From an optimization exercise on the open Yosys and OpenROAD flow, aimed at small area; shortcuts taken in it are not production practice. The RTL was checked by simulation tests, not by an equivalence proof against the original design. Power is estimated from default activity; no workload was simulated.

$ cat flow/flow/run.sh
#!/bin/bash
# Standard ORFS layout with smaller port buffers and no CTS dummy loads.
set -euo pipefail
bash standard.sh \
  BUFFER_PORTS_ARGS="-buffer_cell sky130_fd_sc_hd__buf_1" \
  CTS_ARGS="-sink_clustering_enable -repair_clock_nets -dont_use_dummy_load -buf_list sky130_fd_sc_hd__clkbuf_8 -sink_clustering_size 16 -sink_clustering_max_diameter 60" \
  finish > standard_run.log 2>&1
$ cat flow/design.v
`default_nettype none
package bpred_pkg;
  typedef logic [32-1:0] pcT;
  typedef struct packed {
    logic call;
    logic ret;
    logic jump;
    logic branch;
  } iClassT;
  typedef struct packed {
    logic   valid;
    pcT     nextPc;
    iClassT iClass;
    logic   dirTaken;
  } predT;
  typedef struct packed {
    logic   valid;
    pcT     pc;
    iClassT iClass;
    logic   taken;
    pcT     target;
  } resolveT;
  typedef struct packed {
    logic bpWrong;
    logic dirWrong;
    logic classWrong;
  } reportT;
endpackage
`default_nettype wire
`timescale 1ns/100ps
`default_nettype none
module bp_rdmux #(
  parameter int N = 16,
  parameter int W = 1
) (
  input  logic [N-1:0]   sel,
  input  logic [N*W-1:0] data,
  output logic [W-1:0]   q
);
  logic [W-1:0] acc [N+1];
  assign acc[0] = '0;
  for (genvar i = 0; i < N; i++) begin : g_or
    assign acc[i+1] = acc[i] | (data[i*W +: W] & {W{sel[i]}});
  end
  assign q = acc[N];
endmodule
module bp_dec #(
  parameter int B = 4
) (
  input  logic [B-1:0]      idx,
  output logic [(1<<B)-1:0] sel
);
  for (genvar i = 0; i < (1 << B); i++) begin : g_sel
    assign sel[i] = (idx == B'(i));
  end
endmodule
module bp_inc4 (
  input  logic [31:0] a,
  output logic [31:0] y
);
  logic [31:0] c;
  logic [7:0]  bp;
  logic [8:0]  bc;
  assign bc[0] = 1'b1;
  for (genvar b = 0; b < 8; b++) begin : g_blk
    localparam int lo = 2 + 4*b;
    localparam int hi = (lo + 3 > 31) ? 31 : lo + 3;
    assign bp[b]   = &a[hi:lo];
    assign bc[b+1] = bc[b] & bp[b];
  end
  assign y[1:0] = a[1:0];
  assign c[1:0] = 2'b00;
  for (genvar k = 2; k < 32; k++) begin : g_bit
    if ((k - 2) % 4 == 0) begin : g_first
      assign c[k] = bc[(k-2)/4];
    end else begin : g_next
      assign c[k] = c[k-1] & a[k-1];
    end
    assign y[k] = a[k] ^ c[k];
  end
endmodule
module bp_ctr (
  input  logic       clk,
  input  logic       rstN,
  input  logic [5:0] ixF,
  output logic       dirF,
  input  logic       train,
  input  logic [5:0] ixE,
  input  logic       taken
);
  logic [127:0] ctrQ;
  logic [63:0]  selE;
  logic [1:0]   rdE, cntE, nxtE;
  assign dirF = ctrQ[{ixF, 1'b1}];
  bp_dec #(.B(6)) decE (.idx(ixE), .sel(selE));
  bp_rdmux #(.N(64), .W(2)) rCtrE (.sel(selE), .data(ctrQ), .q(rdE));
  assign cntE = rdE ^ 2'b01;
  always_comb begin
    nxtE = cntE;
    if (taken && cntE != 2'b11)  nxtE = cntE + 2'b01;
    if (!taken && cntE != 2'b00) nxtE = cntE - 2'b01;
  end
  always_ff @(posedge clk or negedge rstN) begin
    if (!rstN) begin
      ctrQ <= '0;
    end else begin
      for (int i = 0; i < 64; i++) begin
        if (train && selE[i]) ctrQ[i*2 +: 2] <= nxtE ^ 2'b01;
      end
    end
  end
endmodule
module bp_btb (
  input  logic        clk,
  input  logic        rstN,
  input  logic [31:0] pcF,
  output logic        hitF,
  output logic [31:0] tgtF,
  output logic [1:0]  clsF,
  input  logic        train,
  input  logic [31:0] pcE,
  input  logic [3:0]  clsE,
  input  logic [31:0] tgtE
);
  logic [15:0]      vldQ;
  logic [16*26-1:0] tagQ;
  logic [16*32-1:0] tgtQ;
  logic [16*2-1:0]  clsQ;
  logic [15:0] selF, selE;
  logic [25:0] tagRdF, tagRdE;
  logic        vldRdF, vldRdE, hitE, isCtrlE;
  bp_dec #(.B(4)) decF (.idx(pcF[5:2]), .sel(selF));
  bp_dec #(.B(4)) decE (.idx(pcE[5:2]), .sel(selE));
  bp_rdmux #(.N(16), .W(26)) rTagF (.sel(selF), .data(tagQ), .q(tagRdF));
  bp_rdmux #(.N(16), .W(32)) rTgtF (.sel(selF), .data(tgtQ), .q(tgtF));
  bp_rdmux #(.N(16), .W(2))  rClsF (.sel(selF), .data(clsQ), .q(clsF));
  bp_rdmux #(.N(16), .W(1))  rVldF (.sel(selF), .data(vldQ), .q(vldRdF));
  bp_rdmux #(.N(16), .W(26)) rTagE (.sel(selE), .data(tagQ), .q(tagRdE));
  bp_rdmux #(.N(16), .W(1))  rVldE (.sel(selE), .data(vldQ), .q(vldRdE));
  assign hitF    = vldRdF && (tagRdF == pcF[31:6]);
  assign hitE    = vldRdE && (tagRdE == pcE[31:6]);
  assign isCtrlE = |clsE;
  always_ff @(posedge clk or negedge rstN) begin
    if (!rstN) begin
      vldQ <= '0;
    end else if (train) begin
      for (int i = 0; i < 16; i++) begin
        if (selE[i] && isCtrlE)   vldQ[i] <= 1'b1;
        else if (selE[i] && hitE) vldQ[i] <= 1'b0;
      end
    end
  end
  always_ff @(posedge clk) begin
    for (int i = 0; i < 16; i++) begin
      if (train && isCtrlE && selE[i]) begin
        tagQ[i*26 +: 26] <= pcE[31:6];
        tgtQ[i*32 +: 32] <= tgtE;
        clsQ[i*2 +: 2]   <= {clsE[3] | clsE[2], clsE[1] | clsE[2]};
      end
    end
  end
endmodule
module bp_ras (
  input  logic        clk,
  input  logic        rstN,
  output logic [31:0] topF,
  input  logic        push,
  input  logic        pop,
  input  logic [31:0] link
);
  logic [4*32-1:0] rasQ;
  logic [3:0]      wrQ;
  logic [1:0]      ptrQ;
  logic [3:0]      selT, selW;
  logic [31:0]     rd;
  bp_dec #(.B(2)) decW (.idx(ptrQ), .sel(selW));
  bp_dec #(.B(2)) decT (.idx(ptrQ - 2'd1), .sel(selT));
  bp_rdmux #(.N(4), .W(32)) rTop (.sel(selT & wrQ), .data(rasQ), .q(topF));
  always_ff @(posedge clk or negedge rstN) begin
    if (!rstN) begin
      ptrQ <= '0;
      wrQ  <= '0;
    end else if (push) begin
      ptrQ <= ptrQ + 2'd1;
      wrQ  <= wrQ | selW;
    end else if (pop) begin
      ptrQ <= ptrQ - 2'd1;
    end
  end
  always_ff @(posedge clk) begin
    for (int i = 0; i < 4; i++) begin
      if (push && selW[i]) rasQ[i*32 +: 32] <= link;
    end
  end
endmodule
module bpred_top (
  input  logic        clk,
  input  logic        rstN,
  input  logic        stall,
  input  logic        flush,
  input  logic        fetchValid,
  input  logic [31:0] pcF,
  output logic        predValidF,
  output logic [31:0] predNextPcF,
  output logic [3:0]  predClassF,
  output logic        predDirTakenF,
  input  logic        resolveValidE,
  input  logic [31:0] resolvePcE,
  input  logic [3:0]  resolveClassE,
  input  logic        resolveTakenE,
  input  logic [31:0] resolveTargetE,
  output logic        bpWrongE,
  output logic [31:0] pcCorrectE,
  output logic [2:0]  reportM
);
  logic [2:0]  kindD, kindE;
  logic [31:0] npcD, npcE;
  logic [5:0]  ixD, ixE;
  logic        trainE;
  logic        hitF, dirF;
  logic [31:0] tgtF, rasTopF, linkE;
  logic [1:0]  clsF;
  logic [31:0] pcPlus4F;
  bp_inc4 incF (.a(pcF), .y(pcPlus4F));
  assign trainE = resolveValidE && !stall;
  bp_inc4 incE (.a(resolvePcE), .y(linkE));
  bp_ctr ctr (
    .clk, .rstN, .ixF(pcF[7:2]), .dirF,
    .train(trainE && resolveClassE[0]), .ixE, .taken(resolveTakenE)
  );
  bp_btb btb (
    .clk, .rstN, .pcF, .hitF, .tgtF, .clsF,
    .train(trainE), .pcE(resolvePcE), .clsE(resolveClassE), .tgtE(resolveTargetE)
  );
  bp_ras ras (
    .clk, .rstN, .topF(rasTopF),
    .push(trainE && resolveClassE[3]), .pop(trainE && resolveClassE[2]),
    .link(linkE)
  );
  logic isRetF, isJmpF, isCallF, isBrF;
  assign isRetF  = hitF &&  clsF[1] &&  clsF[0];
  assign isCallF = hitF &&  clsF[1] && !clsF[0];
  assign isJmpF  = hitF && !clsF[1] &&  clsF[0];
  assign isBrF   = hitF && !clsF[1] && !clsF[0];
  always_comb begin
    if (isRetF)
      predNextPcF = rasTopF;
    else if (isCallF || isJmpF || (isBrF && dirF))
      predNextPcF = tgtF;
    else
      predNextPcF = pcPlus4F;
  end
  assign predValidF    = fetchValid;
  assign predClassF    = {isCallF, isRetF, isJmpF, isBrF};
  assign predDirTakenF = dirF;
  logic [2:0] kindF;
  always_comb begin
    if (!fetchValid)  kindF = 3'd0;
    else if (isBrF)   kindF = {2'b11, dirF};
    else if (isJmpF)  kindF = 3'd2;
    else if (isRetF)  kindF = 3'd3;
    else if (isCallF) kindF = 3'd4;
    else              kindF = 3'd1;
  end
  always_ff @(posedge clk or negedge rstN) begin
    if (!rstN) begin
      kindD <= '0;
      ixD   <= '0;
      kindE <= '0;
      ixE   <= '0;
    end else if (flush) begin
      kindD <= '0;
      ixD   <= '0;
      kindE <= '0;
      ixE   <= '0;
    end else if (!stall) begin
      kindD <= kindF;
      ixD   <= pcF[7:2];
      kindE <= kindD;
      ixE   <= ixD;
    end
  end
  always_ff @(posedge clk) begin
    if (!stall) begin
      npcD <= predNextPcF;
      npcE <= npcD;
    end
  end
  logic checkE, pBrE, pJmpE, pRetE, pCallE, dirWrongE, classWrongE;
  assign pcCorrectE = resolveTakenE ? resolveTargetE : linkE;
  assign checkE = resolveValidE && (kindE != 3'd0);
  assign pBrE   = kindE[2] &&  kindE[1];
  assign pCallE = kindE[2] && !kindE[1];
  assign pJmpE  = kindE == 3'd2;
  assign pRetE  = kindE == 3'd3;
  assign bpWrongE    = checkE && (npcE != pcCorrectE);
  assign dirWrongE   = checkE && resolveClassE[0] && pBrE && (kindE[0] != resolveTakenE);
  assign classWrongE = checkE && ({pCallE, pRetE, pJmpE, pBrE} != resolveClassE);
  always_ff @(posedge clk or negedge rstN) begin
    if (!rstN) begin
      reportM <= '0;
    end else if (flush) begin
      reportM <= '0;
    end else if (!stall) begin
      reportM <= {bpWrongE, dirWrongE, classWrongE};
    end
  end
endmodule
`default_nettype wire
$ cat flow/constraint.sdc
create_clock -name core_clock -period 8.0 [get_ports {clk}]
set_input_delay 1.6000 -clock core_clock [delete_from_list [all_inputs] [get_ports {clk}]]
set_output_delay 1.6000 -clock core_clock [all_outputs]
set_load 0.01 [all_outputs]
$ cat flow/standard.sh
#!/bin/bash
# synth_recipe.tcl (not shown) runs the flow's synth.tcl, then flattens the netlist and writes it again
# the make line also repeats each setting of config.mk as NAME=value (left out here)
make -C /OpenROAD-flow-scripts/flow DESIGN_CONFIG=/design/flow/config.mk WORK_HOME=/design/flow/orfs CLKGATE_MAP_FILE= SYNTH_SCRIPT=/design/flow/synth_recipe.tcl "${@:-finish}"
$ cat flow/config.mk
export PLATFORM = sky130hd
export DESIGN_NAME = bpred_top
export DESIGN_NICKNAME = bpred_top
export VERILOG_FILES = /design/flow/design.v
export SDC_FILE = /design/flow/constraint.sdc
export NUM_CORES = 4
export LEC_CHECK = 0
export CAP_MARGIN = 10
export CORE_MARGIN = 2
export CORE_UTILIZATION = 65
export CTS_BUF_LIST = sky130_fd_sc_hd__clkbuf_8
export CTS_CLUSTER_DIAMETER = 60
export CTS_CLUSTER_SIZE = 16
export SETUP_SLACK_MARGIN = 0.2
export SLEW_MARGIN = 10
==> metrics.csv, run 1 <==
stage;metric;value;unit
run_status;status;finished clean;
global_route;gr ovfl total;0;
sta;final hold viol count;0;
clock_network;Clock Tree Buf Depth;3;
synth;synthesized instance count;3781;
sta;Final TNS setup;0;ns
sta;f_max;129.6;MHz
final_layout;share of cells above drive strength 1;13.43;%
global_route;first-pass GRT wire length;285800;um
sta;fin crit period;7.715;ns
synth;Synth warnings;16;
worst_setup_path;CP startpoint kind;input pin;
synth;distinct cell type count after synthesis;88;
synth;EDFF count, synth;1152;
synth;Synth Area per Inst;14.89;um2
drt;TritonRoute pass-1 iters;14;
drt;Vias;40610;
sta;# setup viols final;0;
synth;Syn Nets;3942;
final_layout;area delta synth->final;7.618;%
sta;final period utilization;96.44;%
synth;Synth area leaders;edfxtp_1 (61%), dfrtp_1 (7.6%), a22oi_1 (3.7%);
floorplanning;Initial Utilization;65.81;%
synth;most frequent cell after synthesis;edfxtp_1;
sta;Least-Margin Pin Slew;1.403;ns
floorplanning;die height;298.3;um
floorplanning;# rows;107;
sta;Fin Clk Skew;0.1077;ns
floorplanning;core area;0.08555;mm2
clock_network;setup bufs post-CTS;0;
global_route;largest net degree at the start of global routing;80;
worst_setup_path;crit path DAT;6.12;ns
clock_network;CTS Buf Count;104;
final_layout;final net count;4123;
global_route;vias in the first global route;39110;
clock_network;Worst-path clk slew;0.10;ns
floorplanning;width of the die;298.3;um
clock_network;Sink Count;1323;
power;Peak VDD IR;0.1821;mV
synth;Yosys reg bits;1323;
global_route;initial antenna violation count;15;
synth;Synth area leader;edfxtp_1;
worst_hold_path;Worst Hold Class;register to register;
floorplanning;Die ar.;0.08898;mm2
synth;asr flop ratio synth;12.93;%
drt;drt initial violations;8110;
place;post-DP HPWL;127100;um
sta;slew margin rel.;6.122;%
synth;synthesized area;0.05630;mm2
final_layout;final cell count without fillers;5118;
drt;Via density;7.935;
sta;RSZ-0062 raised after global routing;false;
drt;drt drc;0;
clock_network;CTS H-tree depth;3;
synth;post-synthesis sequential area ratio;69.05;%
worst_setup_path;Crit. End Element;primary output;
power;total power;12.78;mW
drt;DRT antenna net count;0;
floorplanning;Ports;181;
worst_setup_path;CP required;6.40;ns
drt;final WL;204700;um
flow_run;maxcap violations;0;
sta;Hold WS;0.4114;ns
power;pwr dens;210.9;mW/mm2
clock_network;CTS tree;yes;
synth;most common flop cell mapped by yosys;edfxtp_1;
drt;wire per inst;39.99;um
worst_setup_path;Worst Path Max Fanout;32;
place;DP Cell Count;4999;
clock_network;CTS root buf;clkbuf_8;
synth;Post-synth top cells;edfxtp_1 (1,152), a22oi_1 (280), nor2_1 (204);
power;leakage;20.26;nW
sta;final slew viol count;0;
worst_setup_path;WS Path Type;input pin to primary output;
global_route;GRT Total Usage;45.59;%
place;GPL Wtd Cong;1.097;
place;buffers added on ports;180;
clock_network;worst skew pair latency;0.81;ns
synth;share of the synthesized area in the top cell type;61.45;%
[area by class of cell]
| class | count | area [um2] |
|---|---|---|
| Antenna cell | 14 | 35.03 |
| Sequential cell | 1323 | 38870 |
| Inverter | 29 | 110.1 |
| Fill cell | 5552 | 24960 |
| Timing Repair Buffer | 361 | 2301 |
| Multi-Input combinational cell | 2143 | 16410 |
| Clock buffer | 104 | 1431 |
| Tap cell | 1144 | 1431 |
[report_power, final]
part | switching, mW | total, mW | leakage, nW | internal (mW)
Clock | 2.09 | 3.24 | 0.748 | 1.16
Combinational | 1.26 | 1.75 | 6.73 | 0.496
Sequential | 0.0929 | 7.78 | 12.8 | 7.69
Total | 3.44 | 12.8 | 20.3 | 9.34
[flip-flops by register name, summed over array words and instances (netlist names)]
name and cells:
btb.tagQ 416, kindE 3, btb.tgtQ 512, ras.rasQ 128
npcE 32, ctr.ctrQ 128, ras.ptrQ 2, btb.vldQ 16
kindD 3, ixE 6, ixD 6, reportM 3
btb.clsQ 32, ras.wrQ 4, npcD 32
[kinds of logic (layout without fill, tap and decap cells)]
family,after synthesis,in the layout,share of synthesized area (%)
xor+xnor,90,90,1.400
mux,210,210,4.411
buf+inv,315,494,2.407
compound gates,1102,1102,15.25
flops,1323,1323,69.05
other cells,0,14,0
simple gates,686,686,6.269
fa+ha+maj,55,55,1.218
[path summary, 6_finish.rpt]
path	from	endpoint	slack (ns)	cells after the start
setup / recovery	pcF[2]	predNextPcF[27]	0.28	15
hold / removal	npcD[13]$_DFFE_PN_	npcE[13]$_DFFE_PN_	0.41	0
setup reg to reg	ixE[2]$_DFFE_PN0P_	ctr.ctrQ[103]$_DFFE_PN0P_	3.28	14
hold reg to reg	npcD[13]$_DFFE_PN_	npcE[13]$_DFFE_PN_	0.41	0
max in group asynchronous	rstN	ixD[0]$_DFFE_PN0P_	5.81	2
min in group asynchronous	rstN	ctr.ctrQ[97]$_DFFE_PN0P_	0.75	1
[through the flow]
stage               utilization (%)  setup WS, ns  area, um2
finish                        70.82        0.2849      60590
global route                  70.80        0.2332      60570
CTS                           70.74        0.5007      60520
detailed placement            69.07        0.5167      59090
global placement              69.07        0.5125      59090
floorplan                         -        0.8561      56300
[worst max-delay path, cell delays in order]
cell and delay [ns]:
clkbuf_2 0.26, inv_1 0.20, ha_4 0.33, buf_4 0.31
nand2b_1 0.31, o221ai_1 0.18, a2111oi_1 0.50, buf_4 0.21
xor2_1 0.25, o211a_1 0.30, nand4_1 0.12, or4_4 0.51
nand2b_4 0.40, a21o_2 0.42, buf_1 0.16
[layout by cell type, fill, tap and decap left out, drive strengths merged, types with 51 or more instances in the layout]
cell and n:
buf 354, o21ai 53, xor2 56, dfrtp 171
a222oi 51, a21oi 159, mux2i 70, clkbuf 111
nor2 204, nand3 73, a221oi 170, a22o 163
mux2 122, edfxtp 1152, a22oi 280, nand2 128
nand4 68, ha 54
[repair_timing]
action                                  in CTS  in global routing
hold buffers                                 0                  0
resized for setup                            0                  3
hold endpoints to repair                     0                  0
endpoints found under the setup margin       0                  9
[routing by layer]
layer | part of all wire, % | wire length (um) | global-route usage, %
met5 | 0.037 | 75 | 0.1587
met3 | 17 | 34300 | 15.55
met4 | 6.9 | 14150 | 24.28
met1 | 33 | 67690 | 60.63
met2 | 43 | 88480 | 66.98
==> inputs of run 2 (changes only) <==
==> flow/flow/run.sh (replaced) <==
#!/bin/bash
# Standard ORFS layout with smaller port buffers and no CTS dummy loads.
set -euo pipefail
bash standard.sh \
  BUFFER_PORTS_ARGS="-buffer_cell sky130_fd_sc_hd__buf_1" \
  CTS_ARGS="-sink_clustering_enable -repair_clock_nets -dont_use_dummy_load -buf_list sky130_fd_sc_hd__clkbuf_8 -sink_clustering_size 16 -sink_clustering_max_diameter 70" \
  finish > standard_run.log 2>&1
--- a/flow/config.mk
+++ b/flow/config.mk
@@ -9,5 +9,5 @@
 export CORE_MARGIN = 2
-export CORE_UTILIZATION = 65
+export CORE_UTILIZATION = 55
 export CTS_BUF_LIST = sky130_fd_sc_hd__clkbuf_8
-export CTS_CLUSTER_DIAMETER = 60
+export CTS_CLUSTER_DIAMETER = 70
 export CTS_CLUSTER_SIZE = 16
==> run 2 against run 1 <==
  * Highest routed layer unchanged
  * Critical endpoint is now predNextPcF[28]
  * Final cell count rose by 5.1%
  * Sequential share of layout area fell by 0.56 points
  * Power rose by 0.37%
  * Still clean
  * Worst hold slack improved by 0.0096 ns
  * Die area rose by 18%
  * Worst setup slack got worse by 0.039 ns
  * First-iteration DRC count fell by 5.9%
  * Critical path depth did not move
  * Via count fell by 1.0%
==> metrics.csv, run 2 <==
stage;metric;value;unit;change
run_status;status;finished clean;;
floorplanning;Ports;181;;unchanged
floorplanning;# rows;117;;+9.3%
clock_network;hold buffer count at CTS;0;;unchanged
synth;asr flop ratio synth;12.93;%;unchanged
worst_setup_path;CP startpoint kind;input pin;;
drt;met3 routed WL;29950;um;-13%
synth;share of the synthesized area in the top cell type;61.45;%;unchanged
clock_network;worst skew pair latency;0.81;ns;about the same
sta;Setup WS post-layout;0.2455;ns;-0.03942 ns
place;DP Cell Count;5265;;+5.3%
worst_setup_path;CP required;6.40;ns;about the same
clock_network;CTS root buf;clkbuf_8;;
global_route;gr ovfl total;0;;unchanged
final_layout;commonest cells after routing, fill and taps aside;edfxtp_1 (1,152), a22oi_1 (280), buf_4 (206);;
final_layout;share of cells above drive strength 1;14.23;%;+0.80 points
floorplanning;core area;0.1016;mm2;+19%
clock_network;Worst-path clk slew;0.09;ns;about the same
synth;most common flop cell mapped by yosys;edfxtp_1;;
final_layout;area delta synth->final;8.559;%;
worst_setup_path;Crit. End Element;primary output;;
final_layout;Largest Register;btb.tgtQ;;
worst_hold_path;Worst Hold Class;register to register;;
worst_setup_path;Worst Path Max Fanout;32;;unchanged
drt;DRT antenna net count;0;;unchanged
drt;final WL;218500;um;+6.8%
worst_setup_path;CP cell instances;buf_1 -> buf_4 -> ha_4 -> buf_16 -> nand2b_2 -> o221ai_1 -> a2111oi_0 -> buf_4 -> xor2_1 -> o211a_1 -> nand4_1 -> or4_4 -> nand2b_4 -> a21o_1 -> buf_1;;
worst_setup_path;Crit-path slowest cell;a2111oi_0;;
place;GPL Wtd Cong;0.9866;;-10%
floorplanning;die height;323.9;um;+8.6%
drt;TritonRoute pass-1 iters;9;;-5
place;Placed Area;0.05966;mm2;+0.96%
final_layout;commonest non-fill, non-tap cell in the layout;edfxtp_1;;
drt;Detail Route met2 WL;94920;um;+7.3%
drt;highest metal used;met5;;
clock_network;CTS H-tree depth;3;;unchanged
sta;RSZ-0062 raised after global routing;false;;
final_layout;final net count;4161;;+0.92%
final_layout;post-route cell area;0.06112;mm2;+0.87%
sta;final slew viol count;0;;unchanged
drt;wire per inst;40.63;um;+1.6%
final_layout;area of the multi-input gates;0.01642;mm2;about the same
final_layout;max reg flops;512;;unchanged
clock_network;CTS tree;yes;;
global_route;vias in the first global route;38490;;-1.6%
sta;f_max;129.0;MHz;-0.51%
power;leakage;20.47;nW;+1.0%
synth;Synth warnings;16;;unchanged
synth;Synth area leaders;edfxtp_1 (61%), dfrtp_1 (7.6%), a22oi_1 (3.7%);;
power;total power;12.82;mW;+0.37%
clock_network;Sink Count;1323;;unchanged
floorplanning;width of the die;323.9;um;+8.6%
drt;Via density;7.472;;-5.8%
sta;final period utilization;96.93;%;+0.49 points
sta;Least-Margin Pin Slew;1.289;ns;-0.1144 ns
global_route;first-pass GRT wire length;300000;um;+5.0%
final_layout;Fill cells;7872;;+42%
place;buffers added on ports;180;;unchanged
sta;Hold WS;0.4210;ns;+0.009565 ns
global_route;GRT Total Usage;41.30;%;-4.3 points
drt;Vias;40180;;-1.0%
synth;Post-synth top cells;edfxtp_1 (1,152), a22oi_1 (280), nor2_1 (204);;
power;Peak VDD IR;0.1815;mV;-0.31%
synth;synthesized area;0.05630;mm2;unchanged
worst_setup_path;Largest stage delay, worst path;0.64;ns;+0.13 ns
power;pwr dens;209.8;mW/mm2;-0.50%
floorplanning;Initial Utilization;55.42;%;-10 points
global_route;largest net degree at the start of global routing;73;;-8.8%
drt;drt drc;0;;unchanged
place;post-DP HPWL;138500;um;+8.9%
sta;fin crit period;7.755;ns;+0.03942 ns
clock_network;Clock Tree Buf Depth;3;;unchanged
clock_network;CTS Buf Count;99;;-4.8%
synth;Synth Area per Inst;14.89;um2;unchanged
final_layout;FF/Latch Area;0.03887;mm2;unchanged
sta;final hold viol count;0;;unchanged
place;Setup WS pre-CTS;0.09678;ns;-0.4199 ns
final_layout;Top Registers;btb.tgtQ: 512 flops, btb.tagQ: 416 flops;;
worst_setup_path;crit path DAT;6.15;ns;+0.03 ns
synth;synthesized instance count;3781;;unchanged
synth;post-synthesis sequential area ratio;69.05;%;unchanged
synth;distinct cell type count after synthesis;88;;unchanged
floorplanning;Die ar.;0.1049;mm2;+18%
sta;Final TNS setup;0;ns;unchanged
drt;drt initial violations;7634;;-5.9%
final_layout;final cell count without fillers;5378;;+5.1%
synth;Syn Nets;3942;;unchanged
flow_run;maxcap violations;0;;unchanged
synth;most frequent cell after synthesis;edfxtp_1;;
synth;Synth area leader;edfxtp_1;;
final_layout;utilization after layout;60.16;%;-11 points
drt;routed length on met1;80900;um;+20%
sta;Fin Clk Skew;0.08458;ns;-0.02315 ns
synth;EDFF count, synth;1152;;unchanged
global_route;initial antenna violation count;6;;-9
sta;slew margin rel.;12.92;%;+6.8 points
worst_setup_path;WS Path Type;input pin to primary output;;
synth;Yosys reg bits;1323;;unchanged
sta;# setup viols final;0;;unchanged
-- run 2: cell counts after synthesis --
Identical to the previous run, type by type.
-- run 2: cell families after synthesis --
logic type      count (synthesis)  synth area share, %
xor+xnor                       90                1.400
fa+ha+maj                      55                1.218
compound gates               1102                15.25
simple gates                  686                6.269
flops                        1323                69.05
buf+inv                       315                2.407
mux                           210                4.411
-- run 2: final timing paths --
path	end	depth (start not counted)	startpoint	slack (ns)
max	predNextPcF[28]	15	pcF[3]	0.25
min	npcE[23]$_DFFE_PN_	0	npcD[23]$_DFFE_PN_	0.42
max reg2reg	ctr.ctrQ[25]$_DFFE_PN0P_	14	ixE[0]$_DFFE_PN0P_	2.77
min reg2reg	npcE[23]$_DFFE_PN_	0	npcD[23]$_DFFE_PN_	0.42
max in group asynchronous	ctr.ctrQ[59]$_DFFE_PN0P_	2	rstN	5.86
min in group asynchronous	kindD[1]$_DFFE_PN0P_	1	rstN	0.79
-- run 2: what timing repair did --
item                                   in CTS  in global routing
gates resized for setup                     2                  1
pin swaps                                   0                  2
endpoints found under the hold margin       0                  0
setup endpoints to repair                   7                  8
setup buffers                               0                  2
-- run 2: critical path: cells and delay by family --
| family | cells | cell delay (ns) |
|---|---|---|
| buffers and inverters | 5 | 1.01 |
| AO/OA/AOI/OAI | 4 | 1.49 |
| adder cells (fa/ha/maj) | 1 | 0.33 |
| AND/OR/NAND/NOR | 4 | 1.51 |
| XOR/XNOR | 1 | 0.18 |
-- run 2: final cells by class --
class / instances / area share [%]
Sequential cell: 1323 / 63.60
Multi-Input combinational cell: 2143 / 26.86
Tap cell: 1368 / 2.801
Antenna cell: 12 / 0.04913
Clock buffer: 99 / 2.229
Timing Repair Buffer: 404 / 4.277
Inverter: 29 / 0.1802
-- run 2: metal layers --
metal | up-vias | global-route usage, %
met3 | 693 | 11.56
met1 | 20330 | 56.72
met5 | - | 0
li1 | 15750 | -
met4 | 4 | 20.05
met2 | 3407 | 60.99
-- run 2: power breakdown --
group	internal (mW)	switching, mW
clock	1.10	2.14
combinational	0.510	1.29
sequential	7.69	0.0928
==> inputs of run 3 (changes only) <==
--- a/flow/config.mk
+++ b/flow/config.mk
@@ -15 +15,3 @@
 export SLEW_MARGIN = 10
+export SYNTH_HIERARCHICAL = 1
+export SYNTH_MINIMUM_KEEP_SIZE = 0
==> run 3 against run 2 <==
  * Clock skew is 0.019 ns higher
  * Sequential cell count is the same
  * Highest routed layer unchanged
  * Power up 0.13%
  * First-iteration DRC count fell by 30%
  * Count of clock-buffer cells in the layout is 3 lower
  * Still clean on timing, DRC and antenna
==> metrics.csv, run 3 <==
stage;metric;value;unit;change
worst_setup_path;Worst Path Max Fanout;32;;unchanged
final_layout;Largest Register;btb.tgtQ;;
sta;Fin Clk Skew;0.1039;ns;+0.01928 ns
power;Peak VDD IR;0.2006;mV;+11%
clock_network;CTS H-tree depth;3;;unchanged
flow_run;maxcap violations;0;;unchanged
synth;synthesized instance count;3475;;-8.1%
sta;Least-Margin Pin Slew;1.195;ns;-0.09318 ns
sta;f_max;129.5;MHz;+0.46%
drt;Detail Route met2 WL;84550;um;-11%
clock_network;hold buffer count at CTS;0;;unchanged
drt;drt drc;0;;unchanged
sta;final hold viol count;0;;unchanged
synth;main combinational cell family by area after synthesis;compound AO/OA/AOI/OAI gates;;
clock_network;CTS Buf Count;96;;-3.0%
floorplanning;Die ar.;0.1037;mm2;-1.2%
drt;wire per inst;37.64;um;-7.4%
clock_network;CTS tree;yes;;
synth;Synth Area per Inst;16.01;um2;+7.5%
clock_network;CTS root buf;clkbuf_8;;
worst_setup_path;CP required;6.40;ns;about the same
drt;met3 routed WL;21040;um;-30%
worst_setup_path;Reg-to-Reg Start;ixE[0]$_DFFE_PN0P_;;
drt;Via density;7.448;;-0.31%
drt;highest metal used;met5;;
synth;XOR/XNOR Fraction of Synth Area;1.682;%;+0.28 points
floorplanning;die height;322.0;um;-0.59%
synth;Synth warnings;22;;+6
drt;DRT antenna net count;0;;unchanged
synth;Synth area leader;edfxtp_1;;
drt;Vias;36870;;-8.2%
global_route;gr ovfl total;0;;unchanged
sta;RSZ-0062 raised after global routing;false;;
power;pwr dens;217.6;mW/mm2;+3.7%
synth;Synth Area in Compound Gates;16.67;%;+1.4 points
drt;final WL;186300;um;-15%
clock_network;Worst-path clk slew;0.10;ns;about the same
floorplanning;Initial Utilization;55.55;%;+0.13 points
final_layout;Top Registers;btb.tgtQ: 512 flops, btb.tagQ: 416 flops;;
worst_setup_path;Crit. Startpoint;pcF[5];;
final_layout;max reg flops;512;;unchanged
clock_network;Sink Count;1323;;unchanged
worst_setup_path;crit path DAT;6.12;ns;-0.03 ns
drt;routed length on met1;72170;um;-11%
place;GPL Wtd Cong;0.8891;;-9.9%
synth;most common flop cell mapped by yosys;edfxtp_1;;
clock_network;worst skew pair latency;0.83;ns;+0.02 ns
global_route;first-pass GRT wire length;260200;um;-13%
synth;fraction of the mapped netlist area in simple logic gates;5.058;%;-1.2 points
run_status;status;finished clean;;
final_layout;share of cells above drive strength 1;10.53;%;-3.7 points
synth;Adder-Cell Fraction of Synth Area;0.9897;%;-0.23 points
synth;post-synthesis sequential area ratio;69.88;%;+0.83 points
global_route;GRT Total Usage;35.49;%;-5.8 points
sta;slew margin rel.;20.12;%;+7.2 points
place;DP Cell Count;4842;;-8.0%
synth;Yosys reg bits;1323;;unchanged
sta;Final TNS setup;0;ns;unchanged
worst_setup_path;WS Path Type;input pin to primary output;;
synth;Post-synth top cells;edfxtp_1 (1,152), a22o_1 (384), a221oi_1 (371);;
drt;TritonRoute pass-1 iters;6;;-3
floorplanning;Ports;181;;unchanged
sta;fin crit period;7.719;ns;-0.03544 ns
place;post-DP HPWL;110400;um;-20%
final_layout;final net count;3799;;-8.7%
place;buffers added on ports;180;;unchanged
synth;most frequent cell after synthesis;edfxtp_1;;
synth;synthesized area;0.05563;mm2;-1.2%
drt;drt initial violations;5376;;-30%
sta;final period utilization;96.49;%;-0.44 points
clock_network;Clock Tree Buf Depth;3;;unchanged
power;leakage;19.61;nW;-4.2%
final_layout;area delta synth->final;6.102;%;
global_route;initial antenna violation count;8;;+2
worst_setup_path;CP startpoint kind;input pin;;
floorplanning;core area;0.1001;mm2;-1.4%
sta;final slew viol count;0;;unchanged
worst_hold_path;Worst Hold Class;register to register;;
final_layout;commonest cells after routing, fill and taps aside;edfxtp_1 (1,152), a22o_1 (384), a221oi_1 (369);;
final_layout;commonest non-fill, non-tap cell in the layout;edfxtp_1;;
global_route;vias in the first global route;34980;;-9.1%
worst_hold_path;beginning of the worst hold path;npcD[28]$_DFFE_PN_;;
final_layout;final cell count without fillers;4950;;-8.0%
synth;EDFF count, synth;1152;;unchanged
floorplanning;# rows;116;;-0.85%
synth;mux share of post-synthesis cell area;2.319;%;-2.1 points
synth;distinct cell type count after synthesis;71;;-19%
global_route;largest net degree at the start of global routing;97;;+33%
synth;asr flop ratio synth;12.93;%;unchanged
synth;Syn Nets;3626;;-8.0%
synth;share of the synthesized area in the top cell type;62.19;%;+0.74 points
floorplanning;width of the die;322.0;um;-0.59%
synth;Synth area leaders;edfxtp_1 (62%), dfrtp_1 (7.7%), a22o_1 (6.0%);;
worst_setup_path;Crit. End Element;primary output;;
sta;# setup viols final;0;;unchanged
[run 3: cell types whose count changed after synthesis, sizes merged, moves of 67 or more]
cell / previous run / this run
a22o: 163 / 386
a221oi: 170 / 385
a22oi: 280 / 66
a31oi: 27 / 130
nor2: 204 / 111
mux2: 122 / 35
clkbuf: 189 / 106
nand4: 68 / 141
nand3: 73 / 6
[run 3: kinds of logic after synthesis]
group                      Yosys count
and+or+nand+nor                    465
adders and majority gates           44
DFF                               1323
buffers and inverters              274
xor gates and xnor gates           106
muxes                               99
AOI/OAI and AO/OA                 1164
[run 3: routing by layer]
metal	global-route usage (%)	vias up
met5	0	-
met4	13.90	6
met3	7.583	488
met2	54.71	2496
met1	49.66	18950
li1	-	14930
[run 3: modules after synthesis, one instance, submodules excluded, excerpt]
module     copies in the design  flops+latches  cells
bp_ctr                        1            128    491
bp_btb                        1            976   1123
bp_inc4                       2              0     47
bp_ras                        1            134    153
bpred_top                     1             85    353
[run 3: cell type report]
cell class              instances  area [um2]
clock buffers                  96        1321
fillers                      7711       41120
well taps                    1298        1624
inverters                      17       65.06
diodes                          6       15.01
multi-input cells            1882       15150
repair buffers                328        1978
flip-flops and latches       1323       38870
[run 3: per-stage QoR]
step	utilization (%)	total power, mW	setup WS, ns	area [um2]	hold WS [ns]
after floorplan	-	8.987	0.9105	55630	0.4003
after global placement	57.52	9.727	0.2795	57600	0.4026
after detailed placement	57.52	9.766	0.1745	57600	0.4045
after CTS	58.87	12.83	0.2250	58960	0.4149
after global routing	58.93	13.17	0.1977	59020	0.4195
final	58.94	12.84	0.2809	59020	0.4190
[run 3: critical path, stage by stage]
cell      delay, ns
buf_1          0.13
buf_12         0.23
and4bb_4       0.36
buf_4          0.24
a221oi_1       0.37
nand4_1        0.17
xnor2_1        0.23
nand4_1        0.22
or4_1          0.65
nor4_2         0.30
buf_4          0.21
a21boi_0       0.21
buf_4          0.16
o31ai_4        0.07
buf_12         0.18
mux2i_1        0.18
o21ai_0        0.26
buf_1          0.19
[run 3: worst paths after layout]
| path | slack [ns] | cells after the start | endpoint |
|---|---|---|---|
| worst max-delay path | 0.28 | 18 | predNextPcF[26] |
| worst min-delay path | 0.42 | 0 | npcE[28]$_DFFE_PN_ |
| worst max register to register | 3.01 | 13 | ctr.ctrQ[95]$_DFFE_PN0P_ |
| worst min register to register | 0.42 | 0 | npcE[28]$_DFFE_PN_ |
| max in group asynchronous | 5.91 | 2 | ctr.ctrQ[19]$_DFFE_PN0P_ |
| min in group asynchronous | 0.72 | 1 | ctr.ctrQ[92]$_DFFE_PN0P_ |
[run 3: report_power, final]
| part | internal, mW | switching, mW |
|---|---|---|
| logic | 0.508 | 1.37 |
| clock network | 1.07 | 2.10 |
| registers | 7.69 | 0.0996 |
[run 3: repair_timing]
item | 4_1_cts | 5_1_grt
pin swaps | 1 | 2
setup endpoints to repair | 11 | 32
cloned | 1 | 3
setup buffers | 2 | 0
resized for setup | 2 | 10
==> inputs of run 4 (changes only) <==
--- a/flow/config.mk
+++ b/flow/config.mk
@@ -9,3 +9,3 @@
 export CORE_MARGIN = 2
-export CORE_UTILIZATION = 55
+export CORE_UTILIZATION = 65
 export CTS_BUF_LIST = sky130_fd_sc_hd__clkbuf_8
==> run 4 against run 3 <==
  * Still clean
  * Synthesized cell count unchanged
  * Via count up 1.2%
  * Power down 1.1%
  * Combinational power down 2%
  * Critical path type unchanged
  * Largest power group unchanged
==> metrics.csv, run 4 <==
stage;metric;value;unit;change
run_status;status;finished clean;;
power;total power;12.70;mW;-1.1%
worst_setup_path;Worst Path Max Fanout;32;;unchanged
final_layout;final cell count without fillers;4799;;-3.1%
worst_setup_path;Reg-to-Reg Start;ixE[1]$_DFFE_PN0P_;;
final_layout;area of the multi-input gates;0.01512;mm2;-0.17%
synth;Syn Nets;3626;;unchanged
drt;TritonRoute pass-1 iters;6;;unchanged
synth;Yosys reg bits;1323;;unchanged
worst_setup_path;Crit. Startpoint;pcF[4];;
synth;share of the synthesized area in the top cell type;62.19;%;unchanged
synth;Synth area leader;edfxtp_1;;
worst_setup_path;CP top delay family;simple AND/OR/NAND/NOR gates;;
floorplanning;Die ar.;0.08794;mm2;-15%
sta;Final TNS setup;0;ns;unchanged
global_route;gr ovfl total;0;;unchanged
synth;distinct cell type count after synthesis;71;;unchanged
drt;DRT antenna net count;0;;unchanged
worst_setup_path;Crit. End Element;primary output;;
worst_setup_path;R2R Setup Slk;3.18;ns;+0.17 ns
place;DP Cell Count;4699;;-3.0%
worst_setup_path;Crit-path slowest cell;or4_1;;
synth;synthesized area;0.05563;mm2;unchanged
clock_network;Clock Tree Buf Depth;3;;unchanged
global_route;met3 usage in global routing;10.81;%;+3.2 points
clock_network;worst skew pair latency;0.79;ns;-0.04 ns
drt;drt drc;0;;unchanged
synth;main combinational cell family by area after synthesis;compound AO/OA/AOI/OAI gates;;
sta;fin crit period;7.720;ns;+0.001284 ns
clock_network;CTS Buf Count;93;;-3.1%
drt;wire per inst;37.09;um;-1.5%
final_layout;final net count;3803;;+0.11%
worst_hold_path;Worst Hold Class;register to register;;
worst_hold_path;hold path cells;0;;unchanged
clock_network;CTS root buf;clkbuf_8;;
synth;EDFF count, synth;1152;;unchanged
drt;Via density;7.776;;+4.4%
floorplanning;core area;0.08501;mm2;-15%
floorplanning;Initial Utilization;65.44;%;+9.9 points
worst_setup_path;Worst path most repeated cell;buf_4;;
synth;Synth area leaders;edfxtp_1 (62%), dfrtp_1 (7.7%), a22o_1 (6.0%);;
worst_setup_path;CP startpoint kind;input pin;;
synth;XOR/XNOR Fraction of Synth Area;1.682;%;unchanged
drt;final WL;178000;um;-4.5%
synth;fraction of the mapped netlist area in simple logic gates;5.058;%;unchanged
global_route;GRT Total Usage;40.16;%;+4.7 points
clock_network;hold buffer count at CTS;0;;unchanged
flow_run;maxcap violations;0;;unchanged
final_layout;Fill cells;5765;;-25%
sta;Setup WS post-layout;0.2796;ns;-0.001284 ns
worst_hold_path;beginning of the worst hold path;npcD[4]$_DFFE_PN_;;
sta;# setup viols final;0;;unchanged
sta;RSZ-0062 raised after global routing;false;;
clock_network;setup bufs post-CTS;0;;-2
worst_setup_path;CP required;6.40;ns;about the same
synth;Synth Area in Compound Gates;16.67;%;unchanged
worst_setup_path;CP cell instances;buf_4 -> and4b_4 -> buf_4 -> a22o_1 -> a221oi_1 -> nand4_1 -> xnor2_1 -> nand4_1 -> or4_1 -> nor4_2 -> buf_4 -> a21boi_0 -> buf_4 -> o31ai_4 -> buf_12 -> mux2i_1 -> o21ai_0 -> buf_1;;
synth;most common flop cell mapped by yosys;edfxtp_1;;
global_route;largest net degree at the start of global routing;120;;+24%
clock_network;Sink Count;1323;;unchanged
worst_setup_path;Largest stage delay, worst path;0.45;ns;-0.20 ns
synth;synthesized instance count;3475;;unchanged
global_route;initial antenna violation count;9;;+1
sta;final slew viol count;0;;unchanged
synth;asr flop ratio synth;12.93;%;unchanged
clock_network;Worst-path clk slew;0.10;ns;about the same
sta;Fin Clk Skew;0.08344;ns;-0.02042 ns
floorplanning;Ports;181;;unchanged
global_route;met1 GRT Util;55.10;%;+5.4 points
final_layout;max reg flops;512;;unchanged
global_route;met2 Use GR;60.49;%;+5.8 points
sta;Least-Margin Pin Slew;1.423;ns;+0.2280 ns
final_layout;post-route cell area;0.05873;mm2;-0.50%
place;post-DP HPWL;109800;um;-0.57%
place;Placed Area;0.05738;mm2;-0.38%
synth;mux share of post-synthesis cell area;2.319;%;unchanged
drt;Vias;37320;;+1.2%
final_layout;utilization after layout;69.08;%;+10 points
final_layout;Largest Register;btb.tgtQ;;
floorplanning;width of the die;296.5;um;-7.9%
synth;post-synthesis sequential area ratio;69.88;%;unchanged
global_route;first-pass GRT wire length;249400;um;-4.1%
worst_hold_path;hold endpoint;npcE[4]$_DFFE_PN_;;
place;GPL Wtd Cong;0.9144;;+2.8%
sta;final hold viol count;0;;unchanged
place;Setup WS pre-CTS;0.2043;ns;+0.02987 ns
power;leakage;19.60;nW;about the same
worst_setup_path;Reg2Reg Depth;13;;unchanged
final_layout;commonest cells after routing, fill and taps aside;edfxtp_1 (1,152), a22o_1 (384), a221oi_1 (371);;
drt;drt initial violations;5527;;+2.8%
clock_network;CTS tree;yes;;
sta;slew margin rel.;4.883;%;-15 points
sta;f_max;129.5;MHz;about the same
worst_setup_path;crit path buf inv count;6;;-1
synth;Synth warnings;22;;unchanged
final_layout;share of cells above drive strength 1;10.66;%;+0.13 points
final_layout;FF/Latch Area;0.03887;mm2;unchanged
clock_network;CTS H-tree depth;3;;unchanged
power;pwr dens;216.3;mW/mm2;-0.57%
synth;Synth Area per Inst;16.01;um2;unchanged
worst_setup_path;WS Path Type;input pin to primary output;;
final_layout;area delta synth->final;5.569;%;
floorplanning;die height;296.5;um;-7.9%
final_layout;commonest non-fill, non-tap cell in the layout;edfxtp_1;;
power;Peak VDD IR;0.2686;mV;+34%
global_route;busiest grt layer;met2;;
sta;final period utilization;96.50;%;about the same
worst_setup_path;crit path DAT;6.12;ns;about the same
sta;Hold WS;0.4193;ns;+0.0003230 ns
floorplanning;# rows;107;;-7.8%
synth;Post-synth top cells;edfxtp_1 (1,152), a22o_1 (384), a221oi_1 (371);;
place;buffers added on ports;180;;unchanged
global_route;vias in the first global route;35610;;+1.8%
final_layout;Top Registers;btb.tgtQ: 512 flops, btb.tagQ: 416 flops;;
synth;Adder-Cell Fraction of Synth Area;0.9897;%;unchanged
synth;most frequent cell after synthesis;edfxtp_1;;
worst_setup_path;r2r endpoint;ctr.ctrQ[97]$_DFFE_PN0P_;;
-- run 4: cell counts after synthesis --
Identical to the previous run, type by type.
-- run 4: layer usage --
metal	up-vias	wire, um
met4	6	9528
li1	14910	-
met5	-	137
met3	589	24340
met2	2963	79770
met1	18850	64210
-- run 4: area by class of cell --
class / count / area share, %
Inverter: 17 / 0.1108
Multi-Input combinational cell: 1880 / 25.75
Tap cell: 1144 / 2.437
Sequential cell: 1323 / 66.19
Antenna cell: 5 / 0.02131
Timing Repair Buffer: 337 / 3.311
Clock buffer: 93 / 2.180
-- run 4: how the worst max path moves through the flow --
stage | to | depth (start not counted) | slack, ns
global route | predNextPcF[24] | 18 | 0.20
detailed placement | predNextPcF[17] | 18 | 0.20
floorplan | predNextPcF[0] | 16 | 0.91
global placement | predNextPcF[31] | 18 | 0.24
CTS | predNextPcF[17] | 18 | 0.20
finish | predNextPcF[25] | 18 | 0.28
-- run 4: worst reg2reg max path, delay by kind of cell, from the launching register on --
family                   cells  cell delay (ns)
flip-flops                   1             0.40
buffers and inverters        2             0.81
AO/OA/AOI/OAI                5             1.12
adder cells (fa/ha/maj)      1             0.27
AND/OR/NAND/NOR              5             2.03
-- run 4: cell families (layout without fill, tap and decap cells) --
logic type               after synthesis  in the layout
XOR/XNOR                             106            106
buffers and inverters                274            447
multiplexers                          99             99
AO/OA/AOI/OAI                       1164           1164
AND/OR/NAND/NOR                      465            467
adder cells (fa/ha/maj)               44             44
other                                  0              5
flip-flops                          1323           1323
-- run 4: per-module statistics from Yosys (local to each module, per instance), excerpt --
module     cells  flip-flops and latches
bp_btb      1123                     976
bpred_top    353                      85
bp_ctr       491                     128
bp_ras       153                     134
bp_inc4       47                       0
-- run 4: power by group --
| part | internal (mW) | leakage (nW) | switching [mW] |
|---|---|---|---|
| Clock | 1.04 | 0.669 | 2.03 |
| Sequential | 7.68 | 12.8 | 0.101 |
| Combinational | 0.507 | 6.15 | 1.34 |
| Total | 9.23 | 19.6 | 3.47 |
-- run 4: repair_timing --
action,in CTS,in global routing
gates cloned,0,2
pin swaps,0,2
gates resized for setup,1,17
endpoints found under the hold margin,0,0
endpoints found under the setup margin,4,32
==> inputs of run 5 (changes only) <==
==> flow/flow/run.sh (replaced) <==
#!/bin/bash
# Standard ORFS layout with smaller port buffers and no CTS dummy loads.
set -euo pipefail
bash standard.sh \
  BUFFER_PORTS_ARGS="-buffer_cell sky130_fd_sc_hd__buf_1" \
  CTS_ARGS="-sink_clustering_enable -repair_clock_nets -dont_use_dummy_load -buf_list sky130_fd_sc_hd__clkbuf_8 -sink_clustering_size 18 -sink_clustering_max_diameter 70" \
  finish > standard_run.log 2>&1
--- a/flow/config.mk
+++ b/flow/config.mk
@@ -9,6 +9,6 @@
 export CORE_MARGIN = 2
-export CORE_UTILIZATION = 65
+export CORE_UTILIZATION = 55
 export CTS_BUF_LIST = sky130_fd_sc_hd__clkbuf_8
 export CTS_CLUSTER_DIAMETER = 70
-export CTS_CLUSTER_SIZE = 16
+export CTS_CLUSTER_SIZE = 18
 export SETUP_SLACK_MARGIN = 0.2
==> run 5 against run 4 <==
  * Worst hold slack better by 0.0075 ns
  * Power increased by 0.42%
  * Area after synthesis unchanged
  * Register-to-register slack got worse by 0.06 ns
  * Count of clock-buffer cells in the layout fell by 3
  * Fmax up 0.41%
  * Critical path type unchanged
  * Wire length grew 4.5%
  * Largest power group unchanged
  * Design area up 0.33%
  * Core utilization fell by 10 points
  * Clock power is essentially flat
  * Die area rose by 18%
  * Highest routed layer unchanged
  * Combinational power about the same
==> metrics.csv, run 5 <==
stage;metric;value;unit;change
run_status;status;finished clean;;
synth;share of the synthesized area in the top cell type;62.19;%;unchanged
final_layout;final cell count without fillers;4939;;+2.9%
worst_setup_path;R2R Setup Slk;3.12;ns;-0.06 ns
drt;DRT antenna net count;0;;unchanged
synth;synthesized instance count;3475;;unchanged
clock_network;CTS Buf Count;90;;-3.2%
clock_network;Worst-path clk slew;0.11;ns;about the same
worst_setup_path;CP startpoint kind;input pin;;
synth;most frequent cell after synthesis;edfxtp_1;;
synth;Synth Area per Inst;16.01;um2;unchanged
clock_network;CTS H-tree depth;3;;unchanged
final_layout;commonest non-fill, non-tap cell in the layout;edfxtp_1;;
clock_network;CTS root buf;clkbuf_8;;
worst_setup_path;Crit. End Element;primary output;;
global_route;first-pass GRT wire length;259800;um;+4.2%
floorplanning;# rows;116;;+8.4%
floorplanning;Initial Utilization;55.55;%;-9.9 points
drt;wire per inst;37.65;um;+1.5%
synth;asr flop ratio synth;12.93;%;unchanged
floorplanning;die height;322.0;um;+8.6%
global_route;initial antenna violation count;8;;-1
worst_hold_path;hold endpoint;npcE[28]$_DFFE_PN_;;
synth;most common flop cell mapped by yosys;edfxtp_1;;
worst_hold_path;beginning of the worst hold path;npcD[28]$_DFFE_PN_;;
sta;RSZ-0062 raised after global routing;false;;
worst_setup_path;CP required;6.40;ns;about the same
synth;Synth area leader;edfxtp_1;;
final_layout;final net count;3792;;-0.29%
global_route;GRT Total Usage;35.47;%;-4.7 points
drt;highest metal used;met5;;
synth;EDFF count, synth;1152;;unchanged
place;GPL Wtd Cong;0.8891;;-2.8%
power;total power;12.76;mW;+0.42%
worst_setup_path;Reg-to-Reg Start;ixE[0]$_DFFE_PN0P_;;
synth;post-synthesis sequential area ratio;69.88;%;unchanged
final_layout;Top Registers;btb.tgtQ: 512 flops, btb.tagQ: 416 flops;;
flow_run;maxcap violations;0;;unchanged
drt;Vias;36720;;-1.6%
worst_setup_path;Worst Path Max Fanout;32;;unchanged
worst_setup_path;crit path DAT;6.09;ns;-0.03 ns
final_layout;share of cells above drive strength 1;10.36;%;-0.30 points
drt;drt initial violations;5184;;-6.2%
sta;Setup WS post-layout;0.3111;ns;+0.03144 ns
final_layout;max reg flops;512;;unchanged
sta;# setup viols final;0;;unchanged
power;leakage;19.56;nW;-0.21%
place;post-DP HPWL;110400;um;+0.58%
drt;TritonRoute pass-1 iters;9;;+3
synth;Synth warnings;22;;unchanged
sta;Least-Margin Pin Slew;1.213;ns;-0.2108 ns
synth;distinct cell type count after synthesis;71;;unchanged
place;DP Cell Count;4842;;+3.0%
clock_network;hold buffer count at CTS;0;;unchanged
sta;final hold viol count;0;;unchanged
drt;drt drc;0;;unchanged
drt;met3 routed WL;20990;um;-14%
final_layout;commonest cells after routing, fill and taps aside;edfxtp_1 (1,152), a22o_1 (384), a221oi_1 (369);;
place;Setup WS pre-CTS;0.1745;ns;-0.02987 ns
sta;final period utilization;96.11;%;-0.39 points
drt;Via density;7.435;;-4.4%
final_layout;utilization after layout;58.83;%;-10 points
global_route;vias in the first global route;35030;;-1.6%
drt;Detail Route met2 WL;84680;um;+6.2%
synth;synthesized area;0.05563;mm2;unchanged
final_layout;area delta synth->final;5.915;%;
power;Peak VDD IR;0.2001;mV;-26%
clock_network;Sink Count;1323;;unchanged
sta;final slew viol count;0;;unchanged
global_route;gr ovfl total;0;;unchanged
floorplanning;Die ar.;0.1037;mm2;+18%
sta;f_max;130.1;MHz;+0.41%
final_layout;post-route cell area;0.05892;mm2;+0.33%
place;Placed Area;0.05760;mm2;+0.39%
sta;fin crit period;7.689;ns;-0.03144 ns
floorplanning;Ports;181;;unchanged
sta;Hold WS;0.4268;ns;+0.007508 ns
sta;slew margin rel.;18.97;%;+14 points
worst_hold_path;Worst Hold Class;register to register;;
worst_setup_path;r2r endpoint;ctr.ctrQ[95]$_DFFE_PN0P_;;
sta;Fin Clk Skew;0.08678;ns;+0.003341 ns
worst_setup_path;Crit. Startpoint;pcF[5];;
floorplanning;width of the die;322.0;um;+8.6%
sta;Final TNS setup;0;ns;unchanged
synth;Syn Nets;3626;;unchanged
clock_network;Clock Tree Buf Depth;3;;unchanged
global_route;largest net degree at the start of global routing;97;;-19%
synth;Post-synth top cells;edfxtp_1 (1,152), a22o_1 (384), a221oi_1 (371);;
clock_network;CTS tree;yes;;
drt;final WL;186000;um;+4.5%
worst_hold_path;hold path cells;0;;unchanged
synth;Synth area leaders;edfxtp_1 (62%), dfrtp_1 (7.7%), a22o_1 (6.0%);;
floorplanning;core area;0.1001;mm2;+18%
synth;Yosys reg bits;1323;;unchanged
final_layout;Largest Register;btb.tgtQ;;
worst_setup_path;WS Path Type;input pin to primary output;;
drt;routed length on met1;71710;um;+12%
place;buffers added on ports;180;;unchanged
power;pwr dens;216.5;mW/mm2;about the same
clock_network;worst skew pair latency;0.82;ns;+0.03 ns
worst_setup_path;Reg2Reg Depth;13;;unchanged
## run 5: how the worst max path moves through the flow
stage	end	slack, ns	depth (start not counted)
3_3_place_gp	predNextPcF[21]	0.28	18
2_1_floorplan	predNextPcF[0]	0.91	16
4_1_cts	predNextPcF[19]	0.22	17
6_report	predNextPcF[15]	0.31	18
3_5_place_dp	predNextPcF[19]	0.17	18
5_1_grt	predNextPcF[18]	0.20	18
## run 5: logic make-up (layout without fill, tap and decap cells)
family | after synthesis | in the layout | synth area share [%]
flip-flops | 1323 | 1323 | 69.88
AO/OA/AOI/OAI | 1164 | 1164 | 16.67
AND/OR/NAND/NOR | 465 | 468 | 5.058
buffers and inverters | 274 | 435 | 3.405
XOR/XNOR | 106 | 106 | 1.682
multiplexers | 99 | 99 | 2.319
adder cells (fa/ha/maj) | 44 | 44 | 0.9897
other | 0 | 2 | 0
## run 5: repair_timing
action / 4_1_cts / 5_1_grt
gates cloned: 1 / 2
buffers inserted: 2 / 0
gates resized for setup: 2 / 9
endpoints found under the setup margin: 11 / 32
pin swaps: 1 / 2
hold endpoints to repair: 0 / 0
## run 5: routing by layer
metal | up-vias | GRT usage (%)
met5 | - | 0.1891
met4 | 8 | 14.14
met2 | 2447 | 54.75
li1 | 14910 | -
met3 | 482 | 7.300
met1 | 18870 | 49.65
## run 5: critical path, cell delays in order
cell and delay [ns]:
buf_1 0.13, buf_12 0.22, and4b_4 0.40, buf_4 0.25, a221oi_1 0.35, nand4_1 0.16, xnor2_1 0.21, nand4_1 0.21
or4_1 0.63, nor4_2 0.29, buf_4 0.21, a21boi_0 0.21, buf_4 0.16, o31ai_4 0.07, buf_12 0.18, mux2i_1 0.18
o21ai_0 0.29, buf_1 0.19
## run 5: report_power, final
part           total [mW]  leakage [nW]  internal, mW  switching [mW]
registers            7.79          12.8          7.69           0.100
logic                1.87          6.13         0.508            1.36
clock network        3.10         0.647          1.01            2.09
total                12.8          19.6          9.20            3.55
## run 5: per-module statistics from Yosys (local to each module, per instance), excerpt
| module | flops+latches | cells inside |
|---|---|---|
| bp_btb | 976 | 1123 |
| bp_ctr | 128 | 491 |
| bp_inc4 | 0 | 47 |
| bpred_top | 85 | 353 |
| bp_ras | 134 | 153 |
## run 5: area by class of cell
cell class                 instances  area, um2
antenna                            2      5.005
clock buffer                      90       1239
fill                            7705      41230
inverter                          17      65.06
multi-input combinational       1881      15140
sequential                      1323      38870
tap                             1298       1624
timing repair buffer             328       1978
==> inputs of run 6 (changes only) <==
--- a/flow/design.v
+++ b/flow/design.v
@@ -95,3 +95,3 @@
   bp_dec #(.B(6)) decE (.idx(ixE), .sel(selE));
-  bp_rdmux #(.N(64), .W(2)) rCtrE (.sel(selE), .data(ctrQ), .q(rdE));
+  assign rdE  = {ctrQ[{ixE, 1'b1}], ctrQ[{ixE, 1'b0}]};
   assign cntE = rdE ^ 2'b01;
==> flow/flow/run.sh (replaced) <==
#!/bin/bash
# Standard ORFS layout with smaller port buffers and no CTS dummy loads.
set -euo pipefail
bash standard.sh \
  BUFFER_PORTS_ARGS="-buffer_cell sky130_fd_sc_hd__buf_1" \
  CTS_ARGS="-sink_clustering_enable -repair_clock_nets -dont_use_dummy_load -buf_list sky130_fd_sc_hd__clkbuf_8 -sink_clustering_size 16 -sink_clustering_max_diameter 80" \
  finish > standard_run.log 2>&1
==> flow/config.mk (replaced) <==
export PLATFORM = sky130hd
export DESIGN_NAME = bpred_top
export DESIGN_NICKNAME = bpred_top
export VERILOG_FILES = /design/flow/design.v
export SDC_FILE = /design/flow/constraint.sdc
export NUM_CORES = 4
export LEC_CHECK = 0
export CAP_MARGIN = 20
export CORE_MARGIN = 2
export CORE_UTILIZATION = 45
export CTS_BUF_LIST = sky130_fd_sc_hd__clkbuf_8
export CTS_CLUSTER_DIAMETER = 80
export CTS_CLUSTER_SIZE = 16
export SETUP_SLACK_MARGIN = 0.2
export SLEW_MARGIN = 20
==> run 6 against run 5 <==
  * First-iteration DRC count is 29% higher
  * Critical endpoint is now bpWrongE
  * Clock power rose by 2%
  * Worst hold slack worse by 0.081 ns
  * Core utilization shrank 9.5 points
  * Final cell count grew 13%
  * Sequential cell count stayed put
  * Register-to-register slack got worse by 0.17 ns
  * Count of clock-buffer cells in the layout increased by 3
  * Still clean
  * Largest power group unchanged
  * Non-clock buffer count grew 49
  * Sequential share of layout area down 3.1 points
  * Sequential power is 0.5% lower
  * Worst setup slack got worse by 0.13 ns
==> metrics.csv, run 6 <==
stage;metric;value;unit;change
run_status;status;finished clean;;
place;Setup WS pre-CTS;0.2250;ns;+0.05057 ns
global_route;initial antenna violation count;16;;+8
floorplanning;Ports;181;;unchanged
sta;final period utilization;97.79;%;+1.7 points
clock_network;Worst-path clk slew;0.10;ns;about the same
flow_run;maxcap violations;0;;unchanged
drt;drt drc;0;;unchanged
clock_network;CTS H-tree depth;3;;unchanged
synth;Synth area leader;edfxtp_1;;
drt;DRT antenna net count;0;;unchanged
final_layout;FF/Latch Area;0.03887;mm2;about the same
synth;Synth warnings;14;;-36%
final_layout;commonest cells after routing, fill and taps aside;edfxtp_1 (1,152), a22oi_1 (289), mux2_2 (193);;
synth;post-synthesis sequential area ratio;68.44;%;-1.4 points
sta;Hold WS;0.3454;ns;-0.08142 ns
synth;asr flop ratio synth;12.93;%;unchanged
worst_setup_path;crit path buf inv count;4;;-3
synth;Synth Area per Inst;15.14;um2;-5.4%
drt;final WL;207100;um;+11%
power;pwr dens;206.8;mW/mm2;-4.5%
synth;Yosys reg bits;1323;;unchanged
final_layout;final net count;4094;;+8.0%
worst_hold_path;hold path cells;0;;unchanged
final_layout;share of cells above drive strength 1;16.23;%;+5.9 points
worst_setup_path;CP startpoint kind;input pin;;
synth;Syn Nets;3912;;+7.9%
drt;Via density;6.928;;-6.8%
power;leakage;20.32;nW;+3.9%
global_route;first-pass GRT wire length;287900;um;+11%
worst_setup_path;CP top delay family;simple AND/OR/NAND/NOR gates;;
place;buffers added on ports;180;;unchanged
synth;distinct cell type count after synthesis;77;;+8.5%
floorplanning;width of the die;359.3;um;+12%
worst_setup_path;critical path depth;17;;-1
synth;share of the synthesized area in the top cell type;60.91;%;-1.3 points
final_layout;Top Registers;btb.tgtQ: 512 flops, btb.tagQ: 416 flops;;
floorplanning;die height;359.3;um;+12%
floorplanning;Initial Utilization;45.29;%;-10 points
worst_setup_path;crit path DAT;6.22;ns;+0.13 ns
place;GPL Wtd Cong;0.9641;;+8.4%
final_layout;Largest Register;btb.tgtQ;;
final_layout;final cell count without fillers;5588;;+13%
drt;Vias;38720;;+5.4%
worst_setup_path;CP required;6.40;ns;about the same
clock_network;CTS Buf Count;93;;+3.3%
worst_hold_path;Worst Hold Class;register to register;;
worst_setup_path;Reg2Reg Depth;11;;-2
worst_setup_path;Worst Path Max Fanout;5;;-84%
clock_network;setup bufs post-CTS;0;;-2
global_route;largest net degree at the start of global routing;172;;+77%
worst_setup_path;Crit-path slowest cell;nor2_1;;
place;post-DP HPWL;128700;um;+17%
global_route;gr ovfl total;0;;unchanged
sta;f_max;127.8;MHz;-1.7%
clock_network;Clock Tree Buf Depth;3;;unchanged
synth;synthesized area;0.05680;mm2;+2.1%
sta;Final TNS setup;0;ns;unchanged
global_route;GRT Total Usage;31.30;%;-4.2 points
sta;slew margin rel.;20.10;%;+1.1 points
synth;Post-synth top cells;edfxtp_1 (1,152), a22oi_1 (289), mux2_2 (193);;
synth;Synth area leaders;edfxtp_1 (61%), dfrtp_1 (7.5%), mux2_2 (3.8%);;
drt;drt initial violations;6701;;+29%
place;DP Cell Count;5486;;+13%
power;Peak VDD IR;0.1342;mV;-33%
final_layout;area delta synth->final;8.843;%;
sta;Least-Margin Pin Slew;1.198;ns;-0.01408 ns
drt;TritonRoute pass-1 iters;9;;unchanged
synth;most frequent cell after synthesis;edfxtp_1;;
synth;EDFF count, synth;1152;;unchanged
sta;# setup viols final;0;;unchanged
clock_network;CTS root buf;clkbuf_8;;
clock_network;Sink Count;1323;;unchanged
synth;synthesized instance count;3751;;+7.9%
sta;Setup WS post-layout;0.1767;ns;-0.1344 ns
worst_setup_path;Crit. End Element;primary output;;
final_layout;commonest non-fill, non-tap cell in the layout;edfxtp_1;;
worst_setup_path;CP cell instances;buf_1 -> ha_4 -> nand2_1 -> nor4_1 -> buf_4 -> nand2_1 -> nor3_1 -> ha_1 -> xor2_1 -> mux2_2 -> xnor2_1 -> nand4_1 -> nor2_1 -> nand4_1 -> buf_4 -> o311a_1 -> buf_1;;
worst_setup_path;Largest stage delay, worst path;0.57;ns;-0.06 ns
sta;Fin Clk Skew;0.1343;ns;+0.04754 ns
floorplanning;core area;0.1254;mm2;+25%
sta;final slew viol count;0;;unchanged
power;total power;12.78;mW;+0.21%
sta;fin crit period;7.823;ns;+0.1344 ns
clock_network;worst skew pair latency;0.85;ns;+0.03 ns
clock_network;hold buffer count at CTS;0;;unchanged
final_layout;area of the multi-input gates;0.01686;mm2;+11%
final_layout;Fill cells;10630;;+38%
synth;most common flop cell mapped by yosys;edfxtp_1;;
sta;final hold viol count;0;;unchanged
drt;wire per inst;37.06;um;-1.6%
final_layout;max reg flops;512;;unchanged
worst_setup_path;WS Path Type;input pin to primary output;;
sta;RSZ-0062 raised after global routing;true;;
global_route;vias in the first global route;36790;;+5.0%
floorplanning;# rows;130;;+12%
clock_network;CTS resizes;0;;-2
clock_network;CTS tree;yes;;
floorplanning;Die ar.;0.1291;mm2;+24%
run 6: cell types whose count changed in the layout (fill, tap and decap cells not counted), sizes merged, moves of 89 or more:
cell,delta
a22o,-260
a221oi,-258
a22oi,+223
mux2,+162
nand3,+99
nand4,-90
a31oi,-89
run 6: final timing paths:
path,from,to,slack (ns)
max,resolvePcE[3],bpWrongE,0.18
max in group asynchronous,rstN,ixD[5]$_DFFE_PN0P_,6.15
max reg2reg,ixE[0]$_DFFE_PN0P_,ctr.ctrQ[98]$_DFFE_PN0P_,2.95
min,npcD[12]$_DFFE_PN_,npcE[12]$_DFFE_PN_,0.35
min in group asynchronous,rstN,ctr.ctrQ[64]$_DFFE_PN0P_,0.76
min reg2reg,npcD[12]$_DFFE_PN_,npcE[12]$_DFFE_PN_,0.35
run 6: where the power goes:
part / switching (mW) / internal (mW) / leakage (nW)
registers: 0.0764 / 7.67 / 12.7
logic: 1.30 / 0.563 / 6.93
clock network: 2.13 / 1.04 / 0.669
total: 3.50 / 9.28 / 20.3
run 6: area by class of cell:
cell class	count	share of cell area (%)
diodes	7	0.02834
clock buffers	93	2.071
inverters	37	0.2267
multi-input cells	2101	27.27
flip-flops and latches	1323	62.89
well taps	1650	3.340
repair buffers	377	4.176
run 6: through the flow:
step	cell area [um2]	util (%)
after floorplan	56800	-
after global placement	60420	48.18
after detailed placement	60450	48.20
after global routing	61810	49.29
final	61820	49.29
after CTS	61730	49.22
run 6: kinds of logic (layout without fill, tap and decap cells):
logic type | count (synthesis) | count (layout) | synth area share, %
DFF | 1323 | 1323 | 68.44
xor gates and xnor gates | 88 | 88 | 1.357
AOI/OAI and AO/OA | 998 | 998 | 13.17
adders and majority gates | 54 | 54 | 1.190
buffers and inverters | 327 | 507 | 2.518
muxes | 331 | 331 | 7.735
other | 0 | 7 | 0
and+or+nand+nor | 630 | 630 | 5.591
run 6: per-layer routing:
metal  part of all wire [%]  wire length [um]  vias to the layer above  global-route usage (%)
met4                    4.1              8470                        8                   11.16
met2                     44             91490                     2989                   46.99
li1                       -                 -                    15490                       -
met3                     13             27920                      464                   8.347
met5                  0.031                64                        -                       0
met1                     38             79130                    19770                   43.93

afterwards: timing with drivers on the ports:
The flow's constraints put no driver on any port. The routed layouts listed below were extracted and timed again, unchanged, in two steps.
Step 1 (the two cells are an assumption about what drives the block):
set clk [get_ports {clk}]
set_driving_cell -lib_cell sky130_fd_sc_hd__clkbuf_16 $clk
set_driving_cell -lib_cell sky130_fd_sc_hd__buf_2 [delete_from_list [all_inputs] $clk]
Step 2 also shifts input and output timing later by t, the mid clock arrival at the registers, as if the neighbouring blocks saw the same clock.
Slacks: ideal / step 1 / step 2; pairs: ideal / step 1.
run | t, ns | setup slack, ns | worst setup path at the end
run 1 | 0.825 | 0.285 / 0.253 / 0.253 | input to output
run 2 | 0.839 | 0.245 / 0.220 / 0.220 | input to output
run 3 | 0.847 | 0.281 / 0.253 / 0.253 | input to output
run 4 | 0.822 | 0.280 / 0.218 / 0.218 | input to output
run 5 | 0.838 | 0.311 / 0.282 / 0.282 | input to output
run 6 | 0.856 | 0.177 / 0.151 / 0.151 | input to output
After both steps setup and hold are still met in every run listed. For run 4, which loses most, drivers alone change the setup slack by -0.062 ns; drivers and shift together by -0.062 ns.
